This design comes from an exercise in tuning for small area on the open sky130 flow, not from production work. The RTL was checked by simulation tests, not by an equivalence proof against the original design. Power and IR drop assume default switching activity. No driver is modelled on the clock port, so clocking that relies on it looks cheaper here than on a real chip.

$ cat flow/run.sh
#!/bin/bash
# The standard layout, with plain buffers on the ports and a clock tree
# without dummy loads.
set -euo pipefail
export BUFFER_PORTS_ARGS="-buffer_cell sky130_fd_sc_hd__buf_2"
export CTS_ARGS="-sink_clustering_enable -repair_clock_nets -sink_clustering_size 28 -sink_clustering_max_diameter 150 -dont_use_dummy_load"
bash standard.sh > standard_flow.log 2>&1
$ cat standard.sh
#!/bin/bash
# synth_recipe.tcl (not shown) runs the flow's synth.tcl, then flattens the netlist and writes it again
# the make line also repeats each setting of config.mk as NAME=value (left out here)
make -C /OpenROAD-flow-scripts/flow DESIGN_CONFIG=/design/flow/config.mk WORK_HOME=/design/flow/orfs CLKGATE_MAP_FILE= SYNTH_SCRIPT=/design/flow/synth_recipe.tcl "${@:-finish}"
$ cat config.mk
export PLATFORM = sky130hd
export DESIGN_NAME = dmem_responder
export DESIGN_NICKNAME = dmem_responder
export VERILOG_FILES = /design/flow/design.v
export SDC_FILE = /design/flow/constraint.sdc
export NUM_CORES = 4
export LEC_CHECK = 0
export CAP_MARGIN = 20
export CORE_MARGIN = 2
export CORE_UTILIZATION = 70
export SLEW_MARGIN = 20
export SYNTH_HIERARCHICAL = 1
$ cat constraint.sdc
create_clock -name core_clock -period 8.0 [get_ports {clk}]
set_input_delay 1.6000 -clock core_clock [delete_from_list [all_inputs] [get_ports {clk}]]
set_output_delay 1.6000 -clock core_clock [all_outputs]
set_load 0.01 [all_outputs]
$ cat design.v
package dmem_pkg;
  localparam logic [31:0] PASS_ADDR = 32'd108;
  localparam logic [31:0] PASS_DATA = 32'hABCDE7D5;
endpackage
module store_log_fifo (
  input  logic        clk_i,
  input  logic        rst_ni,
  input  logic        push_i,
  input  logic [61:0] data_i,
  input  logic        pop_i,
  output logic [61:0] head_o,
  output logic        empty_o,
  output logic        overflow_o
);
  logic [61:0] mem_q [4];
  logic [61:0] z012, n3;
  logic [1:0] wr_q, rd_q;
  logic [2:0] cnt_q;
  logic full, do_push, do_pop;
  logic [3:0] we, rs;
  always_comb begin
    empty_o = cnt_q == 3'd0;
    full = cnt_q[2];
    do_pop = pop_i && !empty_o;
    do_push = push_i && (!full || do_pop);
    overflow_o = push_i && !do_push;
    for (int i = 0; i < 4; i++) begin
      we[i] = do_push && wr_q == 2'(i);
      rs[i] = rd_q == 2'(i);
    end
  end
  for (genvar i = 0; i < 4; i++) begin : g_entry
    hold_word #(.W(62)) u_entry (.clk(clk_i), .we(we[i]), .nwe(!we[i]), .wd(data_i), .q(mem_q[i]));
  end
  aoi222_w #(.W(62)) u_h012 (.a(mem_q[0]), .sa(rs[0]), .b(mem_q[1]), .sb(rs[1]), .c(mem_q[2]), .sc(rs[2]), .y(z012));
  nand2_w #(.W(62)) u_h3 (.a(mem_q[3]), .b({62{rs[3]}}), .y(n3));
  nand2_w #(.W(62)) u_h (.a(z012), .b(n3), .y(head_o));
  always_ff @(posedge clk_i or negedge rst_ni)
    if (!rst_ni) begin
      wr_q <= '0;
      rd_q <= '0;
      cnt_q <= '0;
    end else begin
      wr_q <= wr_q + 2'(do_push);
      rd_q <= rd_q + 2'(do_pop);
      cnt_q <= cnt_q + 3'(do_push) - 3'(do_pop);
    end
endmodule
module hold_word #(
  parameter int W = 32
) (
  input  logic         clk,
  input  logic         we,
  input  logic         nwe,
  input  logic [W-1:0] wd,
  output logic [W-1:0] q
);
  always_ff @(posedge clk) q <= (q & {W{nwe}}) | (wd & {W{we}});
endmodule
module aoi222_w #(
  parameter int W = 32
) (
  input  logic [W-1:0] a, b, c,
  input  logic         sa, sb, sc,
  output logic [W-1:0] y
);
  assign y = ~((a & {W{sa}}) | (b & {W{sb}}) | (c & {W{sc}}));
endmodule
module nand4_w #(
  parameter int W = 32
) (
  input  logic [W-1:0] a, b, c, d,
  output logic [W-1:0] y
);
  assign y = ~(a & b & c & d);
endmodule
module nand2_w #(
  parameter int W = 32
) (
  input  logic [W-1:0] a, b,
  output logic [W-1:0] y
);
  assign y = ~(a & b);
endmodule
module nor2_w #(
  parameter int W = 32
) (
  input  logic [W-1:0] a, b,
  output logic [W-1:0] y
);
  assign y = ~(a | b);
endmodule
module nand3_w #(
  parameter int W = 32
) (
  input  logic [W-1:0] a, b, c,
  output logic [W-1:0] y
);
  assign y = ~(a & b & c);
endmodule
module dmem_responder (
  input  logic        clk,
  input  logic        rst,
  input  logic        mem_write,
  input  logic [31:0] address,
  input  logic [31:0] write_data,
  output logic [31:0] read_data,
  output logic        log_valid,
  input  logic        log_ready,
  output logic [31:0] log_addr,
  output logic [31:0] log_data,
  output logic        log_overflow,
  output logic        misaligned,
  output logic        done
);
  logic [31:0] ram_q [64];
  logic [5:0] idx;
  logic is_mmio, aligned, ram_we, log_push, fifo_empty, fifo_ovf;
  logic ovf_q, mis_q, done_q;
  logic [7:0] wa, wan, ra, ran, lb, lbn;
  logic [61:0] head;
  logic [31:0] z [22];
  logic [31:0] o [6];
  logic [31:0] m0, m1, m2;
  logic phase_q, rd_inv;
  logic [31:0] wdx, rd_raw;
  always_comb begin
    idx = address[7:2];
    is_mmio = |address[31:10];
    aligned = address[1:0] == 2'b00;
    ram_we = mem_write && aligned && !is_mmio;
    log_push = mem_write && aligned && is_mmio;
    for (int i = 0; i < 8; i++) begin
      wa[i] = ram_we && idx[5:3] == 3'(i);
      ra[i] = !is_mmio && idx[5:3] == 3'(i);
      lb[i] = idx[2:0] == 3'(i);
    end
    wan = ~wa;
    ran = ~ra;
    lbn = ~lb;
    wdx = write_data ^ {32{phase_q}};
    rd_inv = phase_q && !is_mmio;
    read_data = rd_raw ^ {32{rd_inv}};
    log_valid = !fifo_empty;
    log_addr = {head[61:32], 2'b00};
    log_data = head[31:0];
    log_overflow = ovf_q;
    misaligned = mis_q;
    done = done_q;
  end
  for (genvar w = 0; w < 64; w++) begin : g_word
    logic [1:0] we, nwe;
    for (genvar h = 0; h < 2; h++) begin : g_half
      row_strobe u_we (.a(wa[w/8]), .an(wan[w/8]), .b(lb[w%8]), .bn(lbn[w%8]), .we(we[h]), .nwe(nwe[h]));
    end
    for (genvar b = 0; b < 32; b++) begin : g_bit
      flip_bit u_bit (.clk(clk), .we(we[b/16]), .nwe(nwe[b/16]), .wdx(wdx[b]), .q(ram_q[w][b]));
    end
  end
  for (genvar g = 0; g < 21; g++) begin : g_rd3
    for (genvar h = 0; h < 2; h++) begin : g_half
      logic [2:0] s;
      for (genvar k = 0; k < 3; k++) begin : g_sel
        nor2_w #(.W(1)) u_sel (.a(ran[(3*g+k)/8]), .b(lbn[(3*g+k)%8]), .y(s[k]));
      end
      aoi222_w #(.W(16)) u_aoi (.a(ram_q[3*g][16*h+:16]), .sa(s[0]), .b(ram_q[3*g+1][16*h+:16]), .sb(s[1]),
                                .c(ram_q[3*g+2][16*h+:16]), .sc(s[2]), .y(z[g][16*h+:16]));
    end
  end
  for (genvar h = 0; h < 2; h++) begin : g_rd63
    logic s;
    nor2_w #(.W(1)) u_sel (.a(ran[7]), .b(lbn[7]), .y(s));
    nand2_w #(.W(16)) u_nand (.a(ram_q[63][16*h+:16]), .b({16{s}}), .y(z[21][16*h+:16]));
  end
  for (genvar k = 0; k < 5; k++) begin : g_rd4
    nand4_w #(.W(32)) u_nand (.a(z[4*k]), .b(z[4*k+1]), .c(z[4*k+2]), .d(z[4*k+3]), .y(o[k]));
  end
  nand2_w #(.W(32)) u_rd_n5 (.a(z[20]), .b(z[21]), .y(o[5]));
  nor2_w #(.W(32)) u_rd_m0 (.a(o[0]), .b(o[1]), .y(m0));
  nor2_w #(.W(32)) u_rd_m1 (.a(o[2]), .b(o[3]), .y(m1));
  nor2_w #(.W(32)) u_rd_m2 (.a(o[4]), .b(o[5]), .y(m2));
  nand3_w #(.W(32)) u_rd_out (.a(m0), .b(m1), .c(m2), .y(rd_raw));
  always_ff @(posedge clk) phase_q <= !phase_q;
  always_ff @(posedge clk or negedge rst)
    if (!rst) begin
      ovf_q <= 1'b0;
      mis_q <= 1'b0;
      done_q <= 1'b0;
    end else begin
      ovf_q <= ovf_q || fifo_ovf;
      mis_q <= mis_q || (mem_write && !aligned);
      done_q <= done_q || (mem_write && address == dmem_pkg::PASS_ADDR && write_data == dmem_pkg::PASS_DATA);
    end
  store_log_fifo u_fifo (
    .clk_i      (clk),
    .rst_ni     (rst),
    .push_i     (log_push),
    .data_i     ({address[31:2], write_data}),
    .pop_i      (log_valid && log_ready),
    .head_o     (head),
    .empty_o    (fifo_empty),
    .overflow_o (fifo_ovf)
  );
endmodule
module row_strobe (
  input  logic a,
  input  logic an,
  input  logic b,
  input  logic bn,
  output logic we,
  output logic nwe
);
  assign we = ~(an | bn);
  assign nwe = ~(a & b);
endmodule
module flip_bit (
  input  logic clk,
  input  logic we,
  input  logic nwe,
  input  logic wdx,
  output logic q
);
  always_ff @(posedge clk) q <= ~((q | we) & (wdx | nwe));
endmodule
==> impl_metrics.sql, run 1 <==
INSERT INTO impl_metrics (metric_group, metric, value, unit) VALUES
('routing', 'detailedRoute.firstPassIterationCount', '14', ''),
('run_status', 'outcome', 'finished clean', ''),
('power_and_ir_drop', 'vdd_drop_max', '208', 'uV'),
('cells_and_area', 'area_growth_syn_to_layout', '6.95', '%'),
('die', 'die_height', '333', 'um'),
('placement', 'port_buffers', '165', ''),
('clocking', 'clock_pin_slew_on_the_worst_setup_and_hold_paths', '0.06', 'ns'),
('setup_path', 'crit_buf_inv', '3', ''),
('global_route', 'grt_pass1_vias', '62400', ''),
('die', 'start_util', '0.706', ''),
('synthesis', 'synth.avg_cell_area', '11.5', 'um^2'),
('die', 'placeableCoreArea', '107000', 'um^2'),
('sta', 'period_utilization_post_route', '0.960', ''),
('synthesis', 'syn_area', '75700', 'um^2'),
('setup_path', 'slowest_stage', 'sky130_fd_sc_hd__nor2_1', ''),
('global_route', 'first_pass_grt_wire_length', '385000', 'um'),
('setup_path', 'critical_path.max_stage_delay', '1.24', 'ns'),
('clocking', 'cts_inserted_buffers', '92', ''),
('sta', 'hold_slack', '0.444', 'ns'),
('setup_path', 'worstPathCellList', 'buf_2 > nor4_1 > nand4_1 > nor3_1 > buf_4 > nand2_1 > nor2_1 > a222oi_1 > nand4_1 > nor2_1 > nand3_1 > xnor2_1 > buf_2', ''),
('clocking', 'cts_repair_resize_count', '0', ''),
('setup_path', 'worstSetupPathType', 'input port to primary output', ''),
('cells_and_area', 'num-fill-cells', '7411', ''),
('routing', 'routed_wire_length_per_instance', '31.3', 'um'),
('die', 'die_area', '111000', 'um^2'),
('routing', 'post_route_wl', '258000', 'um'),
('placement', 'hpwlAfterDp', '156000', 'um'),
('placement', 'place_area', '78300', 'um^2'),
('sta', 'hold_viol_final', '0', ''),
('clocking', 'clock_tree_from_tritoncts', 'yes', ''),
('synthesis', 'synthArstFlopShare', '0.00433', ''),
('cells_and_area', 'final_area', '80900', 'um^2'),
('global_route', 'grt_overflow', '0', ''),
('synthesis', 'synth_enable_flop_cells', '0', ''),
('cells_and_area', 'finalNonFillerCells', '8242', ''),
('power_and_ir_drop', 'power_leakage', '29.1', 'nW'),
('sta', 'worst_slack', '0.322', 'ns'),
('sta', 'tightest_slew', '1.29', 'ns'),
('sta', 'unrepaired_setup_endpoints_after_global_routing', 'no', ''),
('clocking', 'cts_hold_buf', '0', ''),
('min_path', 'hp-class', 'flop to flop', ''),
('cells_and_area', 'most_frequent_standard_cell_in_the_layout_excluding_fill_and_tap_cells', 'sky130_fd_sc_hd__dfxtp_1', ''),
('global_route', 'grt_start_max_net_pins', '65', ''),
('placement', 'post-place-ws', '0.573', 'ns'),
('power_and_ir_drop', 'power', '20.2', 'mW'),
('sta', 'clock_skew', '0.0525', 'ns'),
('run', 'drv_cap', '0', ''),
('cells_and_area', 'layout.core_utilization', '0.755', ''),
('routing', 'via_per_inst', '8.15', ''),
('synthesis', 'yosys_warnings', '14', ''),
('placement', 'numPlacedInstances', '8136', ''),
('sta', 'final-max-slew-violation-count', '0', ''),
('sta', 'min_period', '7.68', 'ns'),
('synthesis', 'ys_seq_elements', '2307', ''),
('die', 'ios', '168', ''),
('routing', 'drc', '0', ''),
('cells_and_area', 'final_cell_mix', 'sky130_fd_sc_hd__dfxtp_1 (2296), sky130_fd_sc_hd__o22ai_1 (2048), sky130_fd_sc_hd__a222oi_1 (734), sky130_fd_sc_hd__nand2_1 (331), sky130_fd_sc_hd__nor2_1 (250)', ''),
('synthesis', 'synth_flop_type', 'sky130_fd_sc_hd__dfxtp_1', ''),
('sta', 'setup_tns', '0', 'ns'),
('cells_and_area', 'post_route_cells_drive_above_1_share', '0.0913', ''),
('setup_path', 'critPathMaxFanout', '16', ''),
('synthesis', 'mapped_cells', '6598', ''),
('clocking', 'clk_root_buffer_cell', 'sky130_fd_sc_hd__clkbuf_16', ''),
('synthesis', 'yosysSeqAreaShare', '0.611', ''),
('global_route', 'grt_usage', '0.442', ''),
('routing', 'num_vias', '67100', ''),
('global_route', 'grt_antenna_before_repair', '5', ''),
('setup_path', 'critPathArrivalTime', '6.08', 'ns'),
('clocking', 'clk_path_buf_depth', '3', ''),
('die', 'placement_row_count', '120', ''),
('setup_path', 'cp_top_family', 'simple AND/OR/NAND/NOR gates', '');
[Yosys stat by module (local to each module, per instance), excerpt]
module / copies in the design / cell area, um^2
flip_bit: 2048 / 26.3
row_strobe: 128 / 7.51
store_log_fifo: 1 / 455
dmem_responder: 1 / 1260
[registers in the layout, indices dropped and copies added (netlist names)]
signal,count
g_word.g_bit.u_bit.q,2048
u_fifo.g_entry.u_entry.q,248
u_fifo.cnt_q,3
u_fifo.rd_q,2
u_fifo.wr_q,2
done_q,1
mis_q,1
ovf_q,1
phase_q,1
[path summary, 6_finish.rpt]
| kind | start | end | slack (ns) | cells past startpoint |
|---|---|---|---|---|
| max | address[30] | read_data[4] | 0.32 | 13 |
| min | g_word[63].g_bit[30].u_bit.q$_DFF_P_ | g_word[63].g_bit[30].u_bit.q$_DFF_P_ | 0.44 | 1 |
| max reg2reg | phase_q$_DFF_P_ | g_word[2].g_bit[9].u_bit.q$_DFF_P_ | 4.57 | 4 |
| min reg2reg | g_word[63].g_bit[30].u_bit.q$_DFF_P_ | g_word[63].g_bit[30].u_bit.q$_DFF_P_ | 0.44 | 1 |
| max in group asynchronous | rst | done_q$_DFF_PN0_ | 7.05 | 1 |
| min in group asynchronous | rst | ovf_q$_DFF_PN0_ | 0.75 | 1 |
[routing by layer]
| metal | share of wire | wire length, um | GRT usage |
|---|---|---|---|
| met1 | 0.37 | 95700 | 0.609 |
| met4 | 0.063 | 16300 | 0.241 |
| met2 | 0.42 | 108000 | 0.628 |
| met3 | 0.15 | 37800 | 0.126 |
| met5 | 0.00015 | 39 | 0 |
[area by class of cell]
| cell class | instances | area (um^2) | area share |
|---|---|---|---|
| tap | 1403 | 1760 | 0.0217 |
| multi-input combinational | 4064 | 28300 | 0.349 |
| clock buffer | 92 | 2300 | 0.0285 |
| antenna | 6 | 15.0 | 0.000186 |
| sequential | 2307 | 46200 | 0.571 |
| timing repair buffer | 357 | 2290 | 0.0284 |
| inverter | 13 | 48.8 | 0.000603 |
[synthesized netlist by cell type, types with 33 or more instances]
| master | count | area (um^2) |
|---|---|---|
| sky130_fd_sc_hd__nand3_1 | 35 | 175 |
| sky130_fd_sc_hd__buf_2 | 52 | 260 |
| sky130_fd_sc_hd__dfxtp_1 | 2297 | 46000 |
| sky130_fd_sc_hd__nand4_1 | 165 | 1030 |
| sky130_fd_sc_hd__xor2_1 | 33 | 289 |
| sky130_fd_sc_hd__nor2_1 | 361 | 1360 |
| sky130_fd_sc_hd__a222oi_1 | 734 | 7350 |
| sky130_fd_sc_hd__o22ai_1 | 2048 | 12800 |
| sky130_fd_sc_hd__nand2_1 | 336 | 1260 |
| sky130_fd_sc_hd__buf_6 | 154 | 1730 |
| sky130_fd_sc_hd__a22o_1 | 248 | 2170 |
| sky130_fd_sc_hd__xnor2_1 | 36 | 315 |
[cells by family (layout without fill, tap and decap cells)]
group                      after synthesis  after routing  synth area share
buffers and inverters                  228            462            0.0277
xor gates and xnor gates                69             69           0.00799
DFF                                   2307           2307             0.611
and+or+nand+nor                        953            953            0.0567
other                                    1              8         0.0000496
AOI/OAI and AO/OA                     3037           3037             0.296
adders and majority gates                3              3          0.000595
[power breakdown]
part	total (mW)	internal [mW]	leakage, nW	switching [mW]
combinational	2.28	1.01	6.95	1.27
sequential	12.5	12.1	21.0	0.370
clock	5.48	2.07	1.13	3.41
total	20.2	15.2	29.1	5.05
==> run 2, diff against run 1 <==
==> flow/run.sh (replaced) <==
#!/bin/bash
# The standard layout, with plain buffers on the ports and a clock tree
# without dummy loads.
set -euo pipefail
export BUFFER_PORTS_ARGS="-buffer_cell sky130_fd_sc_hd__buf_2"
export CTS_ARGS="-sink_clustering_enable -repair_clock_nets -sink_clustering_size 18 -sink_clustering_max_diameter 150 -buf_list sky130_fd_sc_hd__clkbuf_8 -dont_use_dummy_load"
bash standard.sh > standard_flow.log 2>&1
==> impl_metrics.sql, run 2 <==
INSERT INTO impl_metrics (metric_group, metric, value, unit) VALUES
('sta', 'hold_slack', '0.443', 'ns'),
('die', 'die_area', '111000', 'um^2'),
('cells_and_area', 'post_route_cells_drive_above_1_share', '0.0984', ''),
('synthesis', 'synth.avg_cell_area', '11.5', 'um^2'),
('routing', 'drc', '0', ''),
('global_route', 'grt_start_max_net_pins', '65', ''),
('global_route', 'grt_pass1_vias', '62500', ''),
('die', 'start_util', '0.706', ''),
('synthesis', 'ys_seq_elements', '2307', ''),
('sta', 'final-max-slew-violation-count', '0', ''),
('synthesis', 'synth_enable_flop_cells', '0', ''),
('routing', 'initialDrtViolationCount', '12700', ''),
('die', 'die_height', '333', 'um'),
('placement', 'place_congestion', '0.996', ''),
('setup_path', 'worst_reg_to_reg_cells', '4', ''),
('synthesis', 'synth_commonest_cells', 'sky130_fd_sc_hd__dfxtp_1 (2297), sky130_fd_sc_hd__o22ai_1 (2048), sky130_fd_sc_hd__a222oi_1 (734), sky130_fd_sc_hd__nor2_1 (361), sky130_fd_sc_hd__nand2_1 (336)', ''),
('setup_path', 'regToRegStartpoint', 'phase_q$_DFF_P_', ''),
('cells_and_area', 'largestRegisters', 'g_word.g_bit.u_bit.q: 2048 flops, u_fifo.g_entry.u_entry.q: 248 flops, u_fifo.cnt_q: 3 flops', ''),
('routing', 'routed_wire_length_per_instance', '31.0', 'um'),
('setup_path', 'worst_ep_required_time', '6.40', 'ns'),
('min_path', 'whs_path_depth', '1', ''),
('sta', 'timing.fmax', '128', 'MHz'),
('clocking', 'clock_tree_from_tritoncts', 'yes', ''),
('clocking', 'worstSkewPairLatency', '0.92', 'ns'),
('cells_and_area', 'largest_register_ff_count', '2048', ''),
('die', 'placement_row_count', '120', ''),
('synthesis', 'netlist.area_leader.share', '0.608', ''),
('cells_and_area', 'area_growth_syn_to_layout', '6.61', '%'),
('setup_path', 'startpoint', 'address[30]', ''),
('placement', 'place_area', '78300', 'um^2'),
('clocking', 'cts_hold_buf', '0', ''),
('sta', 'slew_headroom', '0.115', ''),
('routing', 'post_route_wl', '258000', 'um'),
('global_route', 'first_pass_grt_wire_length', '385000', 'um'),
('synthesis', 'synthArstFlopShare', '0.00433', ''),
('clocking', 'clk_path_buf_depth', '3', ''),
('routing', 'num_vias', '67500', ''),
('cells_and_area', 'final_area', '80700', 'um^2'),
('synthesis', 'yosysSeqAreaShare', '0.611', ''),
('power_and_ir_drop', 'cellPowerDensity', '246', 'nW/um^2'),
('placement', 'port_buffers', '165', ''),
('global_route', 'grt_overflow', '0', ''),
('setup_path', 'worstSetupPathType', 'input port to primary output', ''),
('die', 'die-width', '333', 'um'),
('routing', 'ant_nets', '0', ''),
('setup_path', 'critPathArrivalTime', '6.20', 'ns'),
('min_path', 'hp-start', 'g_word[62].g_bit[30].u_bit.q$_DFF_P_', ''),
('setup_path', 'critPathMaxFanout', '16', ''),
('placement', 'numPlacedInstances', '8136', ''),
('sta', 'report.final.setup_viol', '0', ''),
('clocking', 'clock_tree.htree_level_count', '4', ''),
('placement', 'hpwlAfterDp', '156000', 'um'),
('die', 'ios', '168', ''),
('sta', 'tightest_slew', '1.32', 'ns'),
('cells_and_area', 'regMostFlops', 'g_word.g_bit.u_bit.q', ''),
('clocking', 'numClockSinks', '2307', ''),
('synthesis', 'syn_area', '75700', 'um^2'),
('setup_path', 'end_kind', 'primary output', ''),
('synthesis', 'netlist_top_cells_area', 'sky130_fd_sc_hd__dfxtp_1 (61%), sky130_fd_sc_hd__o22ai_1 (17%), sky130_fd_sc_hd__a222oi_1 (9.7%)', ''),
('synthesis', 'synth_cell_types', '47', ''),
('clocking', 'postCtsSetupBuffers', '0', ''),
('min_path', 'hp-class', 'flop to flop', ''),
('synthesis', 'mapped_cells', '6598', ''),
('routing', 'via_per_inst', '8.14', ''),
('clocking', 'clk_root_buffer_cell', 'sky130_fd_sc_hd__clkbuf_8', ''),
('sta', 'unrepaired_setup_endpoints_after_global_routing', 'no', ''),
('routing', 'detailedRoute.firstPassIterationCount', '17', ''),
('synthesis', 'synth_flop_type', 'sky130_fd_sc_hd__dfxtp_1', ''),
('cells_and_area', 'final_cell_mix', 'sky130_fd_sc_hd__dfxtp_1 (2296), sky130_fd_sc_hd__o22ai_1 (2048), sky130_fd_sc_hd__a222oi_1 (734), sky130_fd_sc_hd__nand2_1 (333)', ''),
('cells_and_area', 'finalNonFillerCells', '8299', ''),
('synthesis', 'synthDominantAreaCellType', 'sky130_fd_sc_hd__dfxtp_1', ''),
('synthesis', 'yosys_warnings', '14', ''),
('setup_path', 'flop_to_flop_setup_slack', '4.56', 'ns'),
('run_status', 'outcome', 'finished clean', ''),
('sta', 'period_utilization_post_route', '0.975', ''),
('synthesis', 'post-synth-top-count-cell', 'sky130_fd_sc_hd__dfxtp_1', ''),
('clocking', 'cts_repair_resize_count', '0', ''),
('sta', 'hold_viol_final', '0', ''),
('cells_and_area', 'num-fill-cells', '7508', ''),
('power_and_ir_drop', 'power_leakage', '29.0', 'nW'),
('clocking', 'cts_inserted_buffers', '146', ''),
('setup_path', 'timing.critical_path.from_type', 'input port', ''),
('clocking', 'clock_pin_slew_on_the_worst_setup_and_hold_paths', '0.04', 'ns'),
('global_route', 'grt_antenna_before_repair', '9', ''),
('power_and_ir_drop', 'vdd_drop_max', '211', 'uV'),
('global_route', 'grt_usage', '0.444', ''),
('sta', 'clock_skew', '0.0499', 'ns'),
('die', 'placeableCoreArea', '107000', 'um^2'),
('sta', 'setup_tns', '0', 'ns'),
('cells_and_area', 'most_frequent_standard_cell_in_the_layout_excluding_fill_and_tap_cells', 'sky130_fd_sc_hd__dfxtp_1', ''),
('cells_and_area', 'nNetsFinal', '6960', ''),
('sta', 'min_period', '7.80', 'ns'),
('run', 'drv_cap', '0', '');
[run 2: changes by cell type in the layout (fill, tap and decap cells not counted), moves of 2 or more]
cell	previous run	this run
sky130_fd_sc_hd__nand2_1	331	333
sky130_fd_sc_hd__nor2_2	110	112
sky130_fd_sc_hd__nand2_2	5	3
sky130_fd_sc_hd__buf_4	188	186
sky130_fd_sc_hd__clkbuf_8	0	146
sky130_fd_sc_hd__clkbuf_16	92	0
sky130_fd_sc_hd__diode_2	6	9
sky130_fd_sc_hd__nor2_1	250	248
[run 2: modules after synthesis (local to each module, per instance), a selection]
module / area [um^2] / times used / cells inside
dmem_responder: 1260 / 1 / 167
store_log_fifo: 455 / 1 / 42
row_strobe: 7.51 / 128 / 2
flip_bit: 26.3 / 2048 / 2
[run 2: layout make-up]
type / instances / area (um^2) / area share
Clock buffer: 146 / 2010 / 0.0249
Multi-Input combinational cell: 4064 / 28300 / 0.350
Timing Repair Buffer: 357 / 2320 / 0.0288
Tap cell: 1403 / 1760 / 0.0218
Antenna cell: 9 / 22.5 / 0.000279
Inverter: 13 / 48.8 / 0.000605
Sequential cell: 2307 / 46200 / 0.573
[run 2: path summary, 6_finish.rpt]
| check | end |
|---|---|
| min in group asynchronous | u_fifo.cnt_q[1]$_DFF_PN0_ |
| max reg2reg | g_word[14].g_bit[9].u_bit.q$_DFF_P_ |
| max | read_data[18] |
| min | g_word[62].g_bit[30].u_bit.q$_DFF_P_ |
| min reg2reg | g_word[62].g_bit[30].u_bit.q$_DFF_P_ |
| max in group asynchronous | u_fifo.wr_q[0]$_DFF_PN0_ |
[run 2: power by group]
group	total [mW]	internal, mW	switching, mW	leakage, nW
Sequential	12.5	12.1	0.365	21.0
Clock	5.07	1.65	3.42	1.05
Combinational	2.28	1.01	1.27	6.96
[run 2: worst max-delay path: stages]
cell and delay (ns):
sky130_fd_sc_hd__buf_2 0.13, sky130_fd_sc_hd__nor4_1 0.53, sky130_fd_sc_hd__nand4_1 0.30, sky130_fd_sc_hd__nor3_1 0.26
sky130_fd_sc_hd__buf_4 0.24, sky130_fd_sc_hd__nand2_1 0.50, sky130_fd_sc_hd__nor2_1 1.08, sky130_fd_sc_hd__a222oi_1 0.51
sky130_fd_sc_hd__nand4_1 0.37, sky130_fd_sc_hd__nor2_1 0.17, sky130_fd_sc_hd__nand3_1 0.20, sky130_fd_sc_hd__xnor2_1 0.14
sky130_fd_sc_hd__buf_2 0.16
[run 2: per-layer routing]
metal  up-vias  track usage  wire length (um)
met2      5391        0.629            107000
met4        14        0.240             16100
li1      28500            -                 -
met1     32600        0.610             94600
met3      1030        0.132             39300
met5         -            0                92
[run 2: kinds of logic (layout without fill, tap and decap cells)]
group	Yosys count	in the layout	share of synthesized area
AOI/OAI and AO/OA	3037	3037	0.296
xor gates and xnor gates	69	69	0.00799
adders and majority gates	3	3	0.000595
buffers and inverters	228	516	0.0277
DFF	2307	2307	0.611
other	1	11	0.0000496
and+or+nand+nor	953	953	0.0567
[run 2: metrics by stage]
step,power (mW),worst slack (ns),util
floorplan,14.2,2.60,-
global placement,14.9,0.619,0.730
detailed placement,14.9,0.573,0.730
CTS,19.7,0.557,0.749
global route,20.4,0.261,0.752
finish,19.8,0.201,0.752
==> run 3, diff against run 2 <==
--- a/design.v
+++ b/design.v
@@ -122,8 +122,6 @@
   logic [31:0] z [22];
   logic [31:0] o [6];
   logic [31:0] m0, m1, m2;
-  logic phase_q, rd_inv;
-  logic [31:0] wdx, rd_raw;
   always_comb begin
     idx = address[7:2];
     is_mmio = |address[31:10];
@@ -138,9 +136,6 @@
     wan = ~wa;
     ran = ~ra;
     lbn = ~lb;
-    wdx = write_data ^ {32{phase_q}};
-    rd_inv = phase_q && !is_mmio;
-    read_data = rd_raw ^ {32{rd_inv}};
     log_valid = !fifo_empty;
     log_addr = {head[61:32], 2'b00};
     log_data = head[31:0];
@@ -154,7 +149,7 @@
       row_strobe u_we (.a(wa[w/8]), .an(wan[w/8]), .b(lb[w%8]), .bn(lbn[w%8]), .we(we[h]), .nwe(nwe[h]));
     end
     for (genvar b = 0; b < 32; b++) begin : g_bit
-      flip_bit u_bit (.clk(clk), .we(we[b/16]), .nwe(nwe[b/16]), .wdx(wdx[b]), .q(ram_q[w][b]));
+      hold_bit u_bit (.clk(clk), .we(we[b/16]), .nwe(nwe[b/16]), .wd(write_data[b]), .q(ram_q[w][b]));
     end
   end
   for (genvar g = 0; g < 21; g++) begin : g_rd3
@@ -179,8 +174,7 @@
   nor2_w #(.W(32)) u_rd_m0 (.a(o[0]), .b(o[1]), .y(m0));
   nor2_w #(.W(32)) u_rd_m1 (.a(o[2]), .b(o[3]), .y(m1));
   nor2_w #(.W(32)) u_rd_m2 (.a(o[4]), .b(o[5]), .y(m2));
-  nand3_w #(.W(32)) u_rd_out (.a(m0), .b(m1), .c(m2), .y(rd_raw));
-  always_ff @(posedge clk) phase_q <= !phase_q;
+  nand3_w #(.W(32)) u_rd_out (.a(m0), .b(m1), .c(m2), .y(read_data));
   always_ff @(posedge clk or negedge rst)
     if (!rst) begin
       ovf_q <= 1'b0;
@@ -213,12 +207,12 @@
   assign we = ~(an | bn);
   assign nwe = ~(a & b);
 endmodule
-module flip_bit (
+module hold_bit (
   input  logic clk,
   input  logic we,
   input  logic nwe,
-  input  logic wdx,
+  input  logic wd,
   output logic q
 );
-  always_ff @(posedge clk) q <= ~((q | we) & (wdx | nwe));
-endmodule
+  always_ff @(posedge clk) q <= (q & nwe) | (wd & we);
+endmodule
==> flow/run.sh (replaced) <==
#!/bin/bash
# The standard layout, with plain buffers on the ports and a clock tree
# without dummy loads.
set -euo pipefail
export BUFFER_PORTS_ARGS="-buffer_cell sky130_fd_sc_hd__buf_2"
export CTS_ARGS="-sink_clustering_enable -repair_clock_nets -sink_clustering_size 28 -sink_clustering_max_diameter 150 -dont_use_dummy_load"
bash standard.sh > standard_flow.log 2>&1
==> impl_metrics.sql, run 3 <==
INSERT INTO impl_metrics (metric_group, metric, value, unit) VALUES
('sta', 'report.final.setup_viol', '0', ''),
('die', 'placeableCoreArea', '114000', 'um^2'),
('sta', 'slew_headroom', '0.147', ''),
('sta', 'unrepaired_setup_endpoints_after_global_routing', 'no', ''),
('synthesis', 'synth_enable_flop_cells', '0', ''),
('power_and_ir_drop', 'power_leakage', '32.0', 'nW'),
('placement', 'place_congestion', '1.08', ''),
('synthesis', 'synth.avg_cell_area', '12.3', 'um^2'),
('global_route', 'first_pass_grt_wire_length', '404000', 'um'),
('synthesis', 'syn_area', '80200', 'um^2'),
('sta', 'final-max-slew-violation-count', '0', ''),
('power_and_ir_drop', 'clockPowerShare', '0.273', ''),
('sta', 'setup_tns', '0', 'ns'),
('power_and_ir_drop', 'seqPwrFrac', '0.616', ''),
('cells_and_area', 'largest_register_ff_count', '2048', ''),
('synthesis', 'netlist_top_cells_area', 'sky130_fd_sc_hd__dfxtp_1 (57%), sky130_fd_sc_hd__a22o_1 (25%), sky130_fd_sc_hd__a222oi_1 (9.2%)', ''),
('routing', 'drc', '0', ''),
('sta', 'tightest_slew', '1.28', 'ns'),
('synthesis', 'synth_flop_type', 'sky130_fd_sc_hd__dfxtp_1', ''),
('clocking', 'clock_tree.htree_level_count', '3', ''),
('setup_path', 'flop_to_flop_setup_slack', '4.73', 'ns'),
('setup_path', 'critPathArrivalTime', '5.68', 'ns'),
('global_route', 'grt_pass1_vias', '61900', ''),
('synthesis', 'synthArstFlopShare', '0.00434', ''),
('cells_and_area', 'largestRegisters', 'g_word.g_bit.u_bit.q: 2048 flops, u_fifo.g_entry.u_entry.q: 248 flops, u_fifo.cnt_q: 3 flops', ''),
('global_route', 'grt_start_max_net_pins', '70', ''),
('min_path', 'timing.hold.worst_endpoint', 'mis_q$_DFF_PN0_', ''),
('global_route', 'grt_usage', '0.445', ''),
('setup_path', 'regToRegStartpoint', 'u_fifo.cnt_q[2]$_DFF_PN0_', ''),
('die', 'ios', '168', ''),
('die', 'die_area', '117000', 'um^2'),
('setup_path', 'worstSetupPathType', 'input port to primary output', ''),
('clocking', 'clk_path_buf_depth', '3', ''),
('synthesis', 'netlist.area_leader.share', '0.573', ''),
('power_and_ir_drop', 'swShare', '0.253', ''),
('cells_and_area', 'finalNonFillerCells', '8250', ''),
('clocking', 'postCtsSetupBuffers', '0', ''),
('power_and_ir_drop', 'p_int', '15.1', 'mW'),
('placement', 'numPlacedInstances', '8155', ''),
('clocking', 'worstSkewPairLatency', '0.74', 'ns'),
('power_and_ir_drop', 'net_switching_power', '5.12', 'mW'),
('die', 'die-width', '342', 'um'),
('cells_and_area', 'nNetsFinal', '6810', ''),
('synthesis', 'yosysSeqAreaShare', '0.576', ''),
('cells_and_area', 'num-fill-cells', '7995', ''),
('synthesis', 'yosys_warnings', '14', ''),
('power_and_ir_drop', 'vdd_drop_max', '295', 'uV'),
('die', 'start_util', '0.703', ''),
('min_path', 'hp-class', 'flop to flop', ''),
('min_path', 'whs_path_depth', '1', ''),
('power_and_ir_drop', 'p_comb_frac', '0.112', ''),
('sta', 'timing.fmax', '137', 'MHz'),
('routing', 'initialDrtViolationCount', '13900', ''),
('setup_path', 'worst_reg_to_reg_cells', '6', ''),
('setup_path', 'worst_ep_required_time', '6.40', 'ns'),
('synthesis', 'mapped_cells', '6522', ''),
('die', 'placement_row_count', '124', ''),
('clocking', 'numClockSinks', '2306', ''),
('clocking', 'clock_pin_slew_on_the_worst_setup_and_hold_paths', '0.11', 'ns'),
('setup_path', 'critPathMaxFanout', '16', ''),
('placement', 'hpwlAfterDp', '170000', 'um'),
('routing', 'post_route_wl', '274000', 'um'),
('min_path', 'hp-start', 'mis_q$_DFF_PN0_', ''),
('setup_path', 'reg2reg_to', 'u_fifo.g_entry[3].u_entry.q[30]$_DFF_P_', ''),
('cells_and_area', 'area_growth_syn_to_layout', '5.87', '%'),
('synthesis', 'synthDominantAreaCellType', 'sky130_fd_sc_hd__dfxtp_1', ''),
('synthesis', 'ys_seq_elements', '2306', ''),
('die', 'die_height', '342', 'um'),
('routing', 'routed_wire_length_per_instance', '33.2', 'um'),
('cells_and_area', 'post_route_cells_drive_above_1_share', '0.0846', ''),
('clocking', 'clk_root_buffer_cell', 'sky130_fd_sc_hd__clkbuf_16', ''),
('setup_path', 'timing.critical_path.from_type', 'input port', ''),
('routing', 'num_vias', '67800', ''),
('cells_and_area', 'regMostFlops', 'g_word.g_bit.u_bit.q', ''),
('routing', 'ant_nets', '0', ''),
('routing', 'detailedRoute.firstPassIterationCount', '17', ''),
('clocking', 'clock_tree_from_tritoncts', 'yes', ''),
('sta', 'clock_skew', '0.0169', 'ns'),
('power_and_ir_drop', 'cellPowerDensity', '239', 'nW/um^2'),
('run', 'drv_cap', '0', ''),
('global_route', 'grt_overflow', '0', ''),
('clocking', 'cts_repair_resize_count', '0', ''),
('routing', 'via_per_inst', '8.22', ''),
('sta', 'period_utilization_post_route', '0.910', ''),
('placement', 'port_buffers', '165', ''),
('synthesis', 'synth_cell_types', '43', ''),
('sta', 'min_period', '7.28', 'ns'),
('synthesis', 'synth_commonest_cells', 'sky130_fd_sc_hd__a22o_1 (2296), sky130_fd_sc_hd__dfxtp_1 (2296), sky130_fd_sc_hd__a222oi_1 (734), sky130_fd_sc_hd__nor2_1 (361), sky130_fd_sc_hd__nand2_1 (335)', ''),
('setup_path', 'end_kind', 'primary output', ''),
('run_status', 'outcome', 'finished clean', ''),
('global_route', 'grt_antenna_before_repair', '7', ''),
('sta', 'hold_viol_final', '0', ''),
('cells_and_area', 'final_cell_mix', 'sky130_fd_sc_hd__a22o_1 (2296), sky130_fd_sc_hd__dfxtp_1 (2296), sky130_fd_sc_hd__a222oi_1 (734), sky130_fd_sc_hd__nand2_1 (328), sky130_fd_sc_hd__nor2_1 (249)', ''),
('clocking', 'cts_hold_buf', '0', ''),
('clocking', 'cts_inserted_buffers', '92', '');
[run 3: cell types whose count changed after synthesis, moves of 3 or more]
cell                      change
sky130_fd_sc_hd__xnor2_1     -32
sky130_fd_sc_hd__xor2_1      -32
sky130_fd_sc_hd__buf_4        -3
sky130_fd_sc_hd__a22o_1    +2048
sky130_fd_sc_hd__o22ai_1   -2048
sky130_fd_sc_hd__buf_2        -3
sky130_fd_sc_hd__nor4_4       +3
sky130_fd_sc_hd__nor4_2       -3
[run 3: how the worst max path moves through the flow]
| stage | slack [ns] | start | endpoint | cells past startpoint |
|---|---|---|---|---|
| floorplan | 2.78 | address[20] | read_data[20] | 10 |
| global placement | 1.20 | address[20] | read_data[10] | 12 |
| detailed placement | 1.05 | address[16] | read_data[10] | 12 |
| CTS | 1.03 | address[16] | read_data[10] | 12 |
| global route | 0.67 | address[20] | read_data[10] | 12 |
| finish | 0.72 | address[20] | read_data[10] | 12 |
[run 3: cells by family after synthesis]
| kind of cell | count (synthesis) | share of synthesized area |
|---|---|---|
| flops | 2306 | 0.576 |
| other cells | 1 | 0.0000468 |
| xor+xnor | 5 | 0.000546 |
| fa+ha+maj | 3 | 0.000562 |
| simple gates | 951 | 0.0537 |
| buf+inv | 220 | 0.0256 |
| compound gates | 3036 | 0.343 |
[run 3: Yosys stat by module, one instance, submodules excluded, a selection]
| module | cells | flops+latches |
|---|---|---|
| dmem_responder | 91 | 3 |
| hold_bit | 2 | 1 |
| row_strobe | 2 | 0 |
| store_log_fifo | 42 | 7 |
[run 3: worst max-delay path, stage by stage]
cell and delay (ns):
sky130_fd_sc_hd__buf_2 0.13, sky130_fd_sc_hd__nor4_1 0.43, sky130_fd_sc_hd__nand2_2 0.21, sky130_fd_sc_hd__nor3_1 0.33, sky130_fd_sc_hd__buf_4 0.25, sky130_fd_sc_hd__nand2_1 0.54
sky130_fd_sc_hd__nor2_1 1.03, sky130_fd_sc_hd__a222oi_1 0.28, sky130_fd_sc_hd__nand4_1 0.35, sky130_fd_sc_hd__nor2_1 0.21, sky130_fd_sc_hd__nand3_1 0.14, sky130_fd_sc_hd__buf_2 0.14
[run 3: per-layer routing]
metal / vias to the layer above / share of wire / GRT usage
met4: 10 / 0.058 / 0.209
met1: 33400 / 0.38 / 0.628
met5: - / 0.00028 / 0
li1: 28000 / - / -
met2: 5519 / 0.41 / 0.622
met3: 941 / 0.15 / 0.138
[run 3: through the flow]
step	area (um^2)	hold WS, ns	utilization	total power, mW	setup slack (ns)
2_1_floorplan	80200	0.449	-	14.0	2.78
3_3_place_gp	82200	0.446	0.721	14.8	1.20
3_5_place_dp	82400	0.451	0.722	14.9	1.05
4_1_cts	84700	0.479	0.742	20.2	1.03
5_1_grt	84900	0.500	0.744	20.8	0.673
6_report	84900	0.483	0.744	20.2	0.718
[run 3: final cells by class]
cell class / instances / area, um^2 / area share
antenna: 1 / 2.50 / 0.0000295
clock buffer: 92 / 2300 / 0.0271
inverter: 12 / 45.0 / 0.000531
multi-input combinational: 3997 / 32200 / 0.380
sequential: 2306 / 46200 / 0.544
tap: 1512 / 1890 / 0.0223
timing repair buffer: 330 / 2170 / 0.0256
[run 3: power by group through the flow]
stage,Clock [mW],Combinational (mW),Sequential (mW)
after floorplan,0,1.40,12.6
after global placement,0,2.16,12.7
after detailed placement,0,2.20,12.7
after CTS,5.49,2.22,12.5
after global routing,5.87,2.38,12.5
final,5.52,2.26,12.5

[static timing again, ports no longer ideal]
Ports are ideal in the flow. The routed layouts listed here were re-timed in OpenROAD. Step 1: set_driving_cell puts a clkbuf_16 on clk and a buf_2 on each other input, an assumption about the parent block. Step 2 times the ports against the registers' clock, not the clock port: input delays grow and output delays shrink by t, the midpoint of the rising clock arrivals with the driver on. Slacks: ideal / step 1 / step 2; pairs: ideal / step 1.
run	shift t [ns]	setup slack, ns	clock arrival spread, ns	slew at the worst register clock pin (ns)	pins driven straight from the clock port
run 1	0.796	0.322 / 0.292 / 0.292	0.059 / 0.058	0.11 / 0.11	1
run 2	0.953	0.201 / 0.169 / 0.169	0.082 / 0.082	0.12 / 0.12	1
run 3	0.797	0.718 / 0.695 / 0.695	0.050 / 0.051	0.12 / 0.12	1
After both steps setup and hold are still met in every run listed. For run 2, which loses most, drivers alone change the setup slack by -0.032 ns; drivers and shift together by -0.032 ns.
